Background: an optimization exercise with open tools, aiming at small area, a short achievable clock period and few clock cycles per item. Do not read the settings as production practice.
At most, simulation tests tie the RTL to the original design; equivalence was not proved.
Power is estimated from default activity; no workload was simulated.

## run a
==> flow/design.v <==
package tgarle_pkg;
  localparam logic [1:0] KIND_HEADER      = 2'd0;
  localparam logic [1:0] KIND_RUN         = 2'd1;
  localparam logic [1:0] KIND_BAD_TYPE    = 2'd2;
  localparam logic [1:0] KIND_UNSUPPORTED = 2'd3;
  localparam logic [7:0] TYPE_TRUECOLOUR = 8'd2;
  localparam logic [7:0] TYPE_RLE        = 8'd10;
  localparam logic [7:0] DEPTH_24        = 8'd24;
  localparam logic [7:0] DEPTH_32        = 8'd32;
  localparam logic [7:0] OPAQUE_ALPHA   = 8'hff;
endpackage
module tgarle_row_div (
  input  logic [4:0]  rem_in,      
  input  logic [1:0]  bits_in,     
  input  logic [6:0]  w_low,       
  input  logic [8:0]  w_three,     
  input  logic        w_big,       
  input  logic [1:0]  dcap_in,
  input  logic [1:0]  row_bits,    
  input  logic        last,        
  output logic [6:0]  rem_out,
  output logic [1:0]  q_out,
  output logic [1:0]  dcap_out
);
  logic [6:0] x;
  logic [7:0] d1;
  logic [8:0] d2;
  logic [9:0] d3;
  logic       ge1, ge2, ge3;
  logic       take1, take2;
  logic [1:0] da1, dm, da2;
  assign x  = {rem_in, bits_in};
  assign d1 = {1'b0, x} - {1'b0, w_low};
  assign d2 = {2'b00, x} - {1'b0, w_low, 1'b0};
  assign d3 = {3'b000, x} - {1'b0, w_three};
  assign ge1 = !w_big && !d1[7];
  assign ge2 = !w_big && !d2[8];
  assign ge3 = !w_big && !d3[9];
  assign take1 = ge2 && (dcap_in != 2'd0);
  assign da1   = dcap_in - {1'b0, take1};
  assign dm    = (da1 != 2'd0) ? 2'd2 : {1'b0, row_bits[1]};
  assign take2 = (take1 ? ge3 : ge1) && (dm != 2'd0);
  assign da2   = dm - {1'b0, take2};
  assign dcap_out = last ? da2 : ((da2 != 2'd0) ? 2'd2 : {1'b0, row_bits[0]});
  assign q_out = {take1, take2};
  always_comb begin
    case ({take1, take2})
      2'b00:   rem_out = x;
      2'b01:   rem_out = d1[6:0];
      2'b10:   rem_out = d2[6:0];
      default: rem_out = d3[6:0];
    endcase
  end
endmodule
module tga_truecolor_rle_decoder_core (
  input  logic        clk,
  input  logic        rst,
  input  logic        byte_valid,
  output logic        byte_stall,
  input  logic [7:0]  data_byte,
  input  logic        start_of_file,
  output logic        result_valid,
  input  logic        result_stall,
  output logic [1:0]  result_kind,
  output logic [31:0] pixel_rgba,
  output logic [15:0] dest_row,
  output logic [15:0] dest_column,
  output logic [7:0]  run_length,
  output logic [15:0] image_width,
  output logic [15:0] image_height,
  output logic        image_done
);
  localparam logic [2:0] PH_IDLE = 3'd0;
  localparam logic [2:0] PH_HDR  = 3'd1;
  localparam logic [2:0] PH_SKIP = 3'd2;
  localparam logic [2:0] PH_PKT  = 3'd3;
  localparam logic [2:0] PH_PIX  = 3'd4;
  logic [2:0]  phase;
  logic [4:0]  hpos;         
  logic [7:0]  cnt;          
  logic [15:0] wid;
  logic [15:0] prow;         
  logic [15:0] pcol;
  logic [7:0]  crem;         
  logic [8:0]  w3;           
  logic        rle, alpha, badtype, unsup, prun;
  logic        pend;         
  logic        busy;
  logic [1:0]  step;
  logic [1:0]  dcap;
  logic [6:0]  ra;           
  logic [7:0]  rq;           
  logic        vld;
  logic [1:0]  kind;
  logic [31:0] rgba;
  logic [15:0] orow;
  logic [15:0] ocol;
  logic [7:0]  olen;
  logic        odone;
  logic        hk;           
  logic        w1, w_big;
  logic        accept;
  logic        free;
  logic [2:0]  ph_eff;
  logic [4:0]  hp_eff;
  logic        complete;
  logic        hdr_emit;
  logic        fire_raw, fire_run, fire;
  assign w1       = (wid == 16'd1);
  assign w_big    = (wid[15:7] != 9'd0);
  assign free     = !vld || !result_stall;
  assign byte_stall = result_stall;
  assign accept   = byte_valid && !result_stall;
  assign ph_eff   = start_of_file ? PH_HDR : phase;
  assign hp_eff   = start_of_file ? 5'd0 : hpos;
  assign complete = (hpos[1:0] == (alpha ? 2'd3 : 2'd2));
  assign hdr_emit = accept && !start_of_file && (phase == PH_HDR) && (hpos == 5'd17);
  assign fire_raw = accept && !start_of_file && (phase == PH_PIX) && complete && !(rle && prun);
  assign fire_run = pend && !busy && free;
  assign fire     = fire_raw || fire_run;
  logic [6:0] r_next;
  logic [1:0] q_next;
  logic [1:0] d_init, d_in, d_next;
  logic [1:0] rbits;
  logic       d_last;
  logic [6:0] dvd;
  logic [7:0] w1_diff;
  logic       w1_cap;
  always_comb begin
    d_init = (prow[15:6] != 10'd0) ? 2'd2 : {1'b0, prow[5]};
    d_in   = (step == 2'd0) ? d_init : dcap;
    d_last = 1'b0;
    case (step)
      2'd0:    rbits = prow[4:3];                                  
      2'd1:    rbits = prow[2:1];                                  
      default: begin rbits = {prow[0], 1'b0}; d_last = 1'b1; end   
    endcase
    dvd     = {ra[0], rq[7:2]};
    w1_diff = {1'b0, dvd} - {1'b0, prow[6:0]};
    w1_cap  = (prow[15:7] == 9'd0) && !w1_diff[7];      
  end
  tgarle_row_div u_step (
    .rem_in (ra[4:0]), .bits_in (rq[7:6]), .w_low (wid[6:0]), .w_three (w3),
    .w_big (w_big),
    .dcap_in (d_in), .row_bits (rbits), .last (d_last),
    .rem_out (r_next), .q_out (q_next), .dcap_out (d_next)
  );
  logic        c_wrap;
  logic [6:0]  t_low;
  logic [16:0] s_add;
  logic [15:0] s_col;
  logic        f_done;
  logic [7:0]  want;
  logic [7:0]  len_done;
  logic [7:0]  f_len;
  logic [15:0] col_next;
  logic [7:0]  lo0, lo1;
  logic [8:0]  up_dec;
  logic [15:0] row_dec0, row_dec1, row_dec;
  logic [7:0]  la, lb, lc, ls, lcy;
  always_comb begin
    c_wrap = !crem[7] && (ra >= crem[6:0]);
    t_low  = ra - crem[6:0];                      
    s_add  = {pcol, 1'b1} + {9'd0, ra, 1'b1};     
    s_col  = s_add[16:1];
    col_next = c_wrap ? {9'd0, t_low} : s_col;
    f_done = c_wrap && (prun ? (dcap == 2'd0) : (prow == 16'd0));
    want   = prun ? cnt : 8'd1;
    la  = want;
    lb  = crem;
    lc  = ~{1'b0, ra};
    ls  = la ^ lb ^ lc;
    lcy = {(la[6:0] & lb[6:0]) | (la[6:0] & lc[6:0]) | (lb[6:0] & lc[6:0]), 1'b0};
    len_done = ls + lcy + 8'd1;                  
    f_len  = f_done ? len_done : want;
    lo0    = {1'b0, prow[6:0]} - {1'b0, rq[6:0]};
    lo1    = {1'b0, prow[6:0]} + {1'b0, ~rq[6:0]};
    up_dec = prow[15:7] - 9'd1;
    row_dec0 = {lo0[7] ? up_dec : prow[15:7], lo0[6:0]};
    row_dec1 = {lo1[7] ? prow[15:7] : up_dec, lo1[6:0]};
    row_dec  = c_wrap ? row_dec1 : row_dec0;
  end
  logic [15:0] crem_full;
  assign crem_full = wid + ~pcol;
  always_ff @(posedge clk) begin
    crem <= (crem_full[15:7] != 9'd0) ? 8'd128 : {1'b0, crem_full[6:0]};
    w3   <= {2'b00, wid[6:0]} + {1'b0, wid[6:0], 1'b0};
  end
  always_ff @(posedge clk) begin
    if (rst) begin
      phase <= PH_IDLE;
      pend  <= 1'b0;
      busy  <= 1'b0;
      vld   <= 1'b0;
    end else begin
      if (fire || hdr_emit) begin
        vld <= 1'b1;
      end else if (!result_stall) begin
        vld <= 1'b0;
      end
      if (busy) begin
        step <= step + 2'd1;
        if (w1) begin
          dcap <= w1_cap ? 2'd0 : 2'd1;
          ra   <= w1_cap ? w1_diff[6:0] : 7'd0;
          rq   <= {1'b0, w1_cap ? prow[6:0] : dvd};
          busy <= 1'b0;
        end else begin
          dcap <= d_next;
          ra   <= r_next;
          rq   <= {rq[5:0], q_next};
          if (d_last) begin
            busy <= 1'b0;
          end
        end
      end
      if (fire) begin
        pend <= 1'b0;
        pcol <= col_next;
        prow <= row_dec;
      end
      if (accept) begin
        case (ph_eff)
          PH_HDR: begin
            case (hp_eff)
              5'd0:  cnt <= data_byte;
              5'd1:  unsup <= (data_byte != 8'd0);
              5'd2: begin
                rle     <= (data_byte == tgarle_pkg::TYPE_RLE);
                badtype <= (data_byte != tgarle_pkg::TYPE_TRUECOLOUR) &&
                           (data_byte != tgarle_pkg::TYPE_RLE);
              end
              5'd12: wid[7:0]   <= data_byte;
              5'd13: wid[15:8]  <= data_byte;
              5'd14: prow[7:0]  <= data_byte;
              5'd15: prow[15:8] <= data_byte;
              5'd16: begin
                alpha <= (data_byte == tgarle_pkg::DEPTH_32);
                unsup <= unsup || ((data_byte != tgarle_pkg::DEPTH_24) &&
                                   (data_byte != tgarle_pkg::DEPTH_32));
              end
              default: begin
              end
            endcase
            if (start_of_file) begin
              busy <= 1'b0;
              rq   <= 8'd0;
            end
            if (hp_eff == 5'd17) begin
              hpos <= 5'd0;
              rgba <= 32'd0;
              ra   <= 7'd0;
              rq   <= 8'd0;
              prun <= 1'b0;
              pcol <= 16'd0;
              prow <= row_dec1;                   
              if (badtype || unsup || (wid == 16'd0) || (prow == 16'd0)) begin
                phase <= PH_IDLE;
              end else if (cnt != 8'd0) begin
                phase <= PH_SKIP;
              end else begin
                phase <= rle ? PH_PKT : PH_PIX;
              end
            end else begin
              hpos  <= hp_eff + 5'd1;
              phase <= PH_HDR;
            end
          end
          PH_SKIP: begin
            cnt <= cnt - 8'd1;
            if (cnt == 8'd1) begin
              phase <= rle ? PH_PKT : PH_PIX;
            end
          end
          PH_PKT: begin
            cnt   <= {1'b0, data_byte[6:0]} + 8'd1;
            prun  <= data_byte[7];
            phase <= PH_PIX;
            step  <= 2'd0;
            if (data_byte[7]) begin
              busy <= 1'b1;
              ra   <= {6'd0, data_byte[6]};
              rq   <= {data_byte[5:0], 2'b00};
            end else begin
              busy <= 1'b0;
              ra   <= 7'd0;
              rq   <= 8'd0;
            end
          end
          PH_PIX: begin
            case (hpos[1:0])
              2'd0: rgba[15:8]  <= data_byte;
              2'd1: rgba[23:16] <= data_byte;
              2'd2: begin
                rgba[31:24] <= data_byte;
                if (!alpha) rgba[7:0] <= tgarle_pkg::OPAQUE_ALPHA;
              end
              default: rgba[7:0] <= data_byte;
            endcase
            if (!complete) begin
              hpos <= hpos + 5'd1;
            end else begin
              hpos <= 5'd0;
              if (rle && prun) begin
                pend  <= 1'b1;
                phase <= PH_PKT;
              end else if (rle) begin
                if (cnt == 8'd1) begin
                  phase <= PH_PKT;
                end else begin
                  cnt <= cnt - 8'd1;
                end
              end
            end
          end
          default: begin
          end
        endcase
      end
      if (fire && f_done && !(accept && start_of_file)) begin
        phase <= PH_IDLE;
      end
    end
  end
  always_ff @(posedge clk) begin
    if (hdr_emit) begin
      hk    <= 1'b1;
      kind  <= badtype ? tgarle_pkg::KIND_BAD_TYPE :
               unsup   ? tgarle_pkg::KIND_UNSUPPORTED : tgarle_pkg::KIND_HEADER;
      orow  <= prow;
      ocol  <= 16'd0;
      olen  <= 8'd0;
      odone <= !badtype && !unsup && ((wid == 16'd0) || (prow == 16'd0));
    end else if (fire) begin
      hk    <= 1'b0;
      kind  <= tgarle_pkg::KIND_RUN;
      orow  <= prow;
      ocol  <= pcol;
      olen  <= f_len;
      odone <= f_done;
    end
  end
  assign result_valid = vld;
  assign result_kind  = kind;
  assign pixel_rgba   = rgba;
  assign dest_row     = hk ? 16'd0 : orow;
  assign dest_column  = ocol;
  assign run_length   = olen;
  assign image_width  = hk ? wid : 16'd0;
  assign image_height = hk ? orow : 16'd0;
  assign image_done   = odone;
endmodule
export LEC_CHECK = 0
export CAP_MARGIN = 20
export CORE_MARGIN = 2
export CORE_UTILIZATION = 40
export SETUP_SLACK_MARGIN = 4.3
export SLEW_MARGIN = 20
create_clock -name core_clock -period 7.5 [get_ports {clk}]
standard.sh (not shown) runs the stock make flow with config.mk's settings and CLKGATE_MAP_FILE= SYNTH_SCRIPT=/design/flow/synth_recipe.tcl, a recipe that flattens the netlist after the stock synthesis.
==> flow/flow/run.sh <==
#!/bin/bash
# The standard layout, with plain buf_1 cells as the port buffers (the
# default picks a clkdlybuf4s50_1 delay cell for every port).  Repair still
# upsizes any port buffer that timing needs.
set -euo pipefail
export BUFFER_PORTS_ARGS="-buffer_cell sky130_fd_sc_hd__buf_1"
bash standard.sh > standard_flow.log 2>&1
Testbench counts of run a, summed over its fixed seeds: cycles 128,044, bytes 128,035.
Input changes introduced in run b (baseline for comparison: run a):
diff --git a/flow/design.v b/flow/design.v
--- a/flow/design.v
+++ b/flow/design.v
@@ -78,11 +78,14 @@
   logic [2:0]  phase;
   logic [4:0]  hpos;         
   logic [7:0]  cnt;          
   logic [15:0] wid;
   logic [15:0] prow;         
-  logic [15:0] pcol;
+  logic [15:0] pcol;         
+  logic        cpend;        
+  logic        cwrap;        
+  logic [6:0]  cadd;         
   logic [7:0]  crem;         
   logic [8:0]  w3;           
   logic        rle, alpha, badtype, unsup, prun;
   logic        pend;         
   logic        busy;
@@ -92,11 +95,10 @@
   logic [7:0]  rq;           
   logic        vld;
   logic [1:0]  kind;
   logic [31:0] rgba;
   logic [15:0] orow;
-  logic [15:0] ocol;
   logic [7:0]  olen;
   logic        odone;
   logic        hk;           
   logic        w1, w_big;
   logic        accept;
@@ -159,13 +161,13 @@
   logic [15:0] row_dec0, row_dec1, row_dec;
   logic [7:0]  la, lb, lc, ls, lcy;
   always_comb begin
     c_wrap = !crem[7] && (ra >= crem[6:0]);
     t_low  = ra - crem[6:0];                      
-    s_add  = {pcol, 1'b1} + {9'd0, ra, 1'b1};     
+    s_add  = {pcol, 1'b1} + {9'd0, cadd, 1'b1};   
     s_col  = s_add[16:1];
-    col_next = c_wrap ? {9'd0, t_low} : s_col;
+    col_next = cwrap ? {9'd0, cadd} : s_col;
     f_done = c_wrap && (prun ? (dcap == 2'd0) : (prow == 16'd0));
     want   = prun ? cnt : 8'd1;
     la  = want;
     lb  = crem;
     lc  = ~{1'b0, ra};
@@ -188,10 +190,11 @@
   end
   always_ff @(posedge clk) begin
     if (rst) begin
       phase <= PH_IDLE;
       pend  <= 1'b0;
+      cpend <= 1'b0;
       busy  <= 1'b0;
       vld   <= 1'b0;
     end else begin
       if (fire || hdr_emit) begin
         vld <= 1'b1;
@@ -212,14 +215,20 @@
           if (d_last) begin
             busy <= 1'b0;
           end
         end
       end
+      if (cpend && free) begin
+        cpend <= 1'b0;
+        pcol  <= col_next;
+      end
       if (fire) begin
-        pend <= 1'b0;
-        pcol <= col_next;
-        prow <= row_dec;
+        pend  <= 1'b0;
+        prow  <= row_dec;
+        cpend <= 1'b1;
+        cwrap <= c_wrap;
+        cadd  <= c_wrap ? t_low : ra;
       end
       if (accept) begin
         case (ph_eff)
           PH_HDR: begin
             case (hp_eff)
@@ -326,27 +335,25 @@
     if (hdr_emit) begin
       hk    <= 1'b1;
       kind  <= badtype ? tgarle_pkg::KIND_BAD_TYPE :
                unsup   ? tgarle_pkg::KIND_UNSUPPORTED : tgarle_pkg::KIND_HEADER;
       orow  <= prow;
-      ocol  <= 16'd0;
       olen  <= 8'd0;
       odone <= !badtype && !unsup && ((wid == 16'd0) || (prow == 16'd0));
     end else if (fire) begin
       hk    <= 1'b0;
       kind  <= tgarle_pkg::KIND_RUN;
       orow  <= prow;
-      ocol  <= pcol;
       olen  <= f_len;
       odone <= f_done;
     end
   end
   assign result_valid = vld;
   assign result_kind  = kind;
   assign pixel_rgba   = rgba;
   assign dest_row     = hk ? 16'd0 : orow;
-  assign dest_column  = ocol;
+  assign dest_column  = pcol;
   assign run_length   = olen;
   assign image_width  = hk ? wid : 16'd0;
   assign image_height = hk ? orow : 16'd0;
   assign image_done   = odone;
 endmodule
Taking run a as the reference, in run b sequential portion of the cell area moved up; detailed route wirelength on metal2 moved down. Launching instance or port of the critical path = result_stall: run b; launching instance or port of the critical path = wid[1]: run a. Run a → run b: aggregate routed wire length decreased 3.5%, total DRC errors in the routed layout held steady, critical path depth fell 11, internal power decreased 0.050 mW. Compared with run a, run b shows post-route cell area lower by about 2.4%. As far as worst-case setup margin in the final layout is concerned, run a and run b perform about the same. A class of the most critical setup path of in2out is what run b shows, while reg2reg belongs to run a. Between run b and run a, the difference in data-path buffer share of cell area in the final layout is negligible. Total power draw went down slightly going from run a to run b. Floorplan check, run b vs run a: die outline smaller in run b. Setup slack of the worst register-to-register path: run b better than run a. Run b vs run a on synthesized instance count: run b is the lower one.
Function not checked in run b: the RTL went through the layout flow alone.

[static timing again, ports no longer ideal]
How much do the figures lean on ideal ports? The routed layouts below were timed once more, with nothing changed but the port constraints.
Step 1: set_driving_cell puts a clkbuf_16 on clk and a buf_2 on each other input, an assumption about the parent block.
Step 2, shift: input delay + t, output delay - t, t = (earliest + latest rising clock arrival at the registers) / 2. This alone moves slack from input paths to output paths.
Three values: ideal ports, drivers, drivers and shift; two values: the first two.
| run | shift t [ns] | setup WS [ns] | cell pins on the clock port's net |
|---|---|---|---|
| run a | 0.502 | 4.266 / 4.258 / 3.894 | 1 |
| run b | 0.496 | 4.265 / 4.204 / 3.798 | 1 |
After both steps setup and hold are still met in every run listed. The setup slack of run b, which loses most, moves by -0.061 ns with the drivers and by -0.467 ns with both steps.
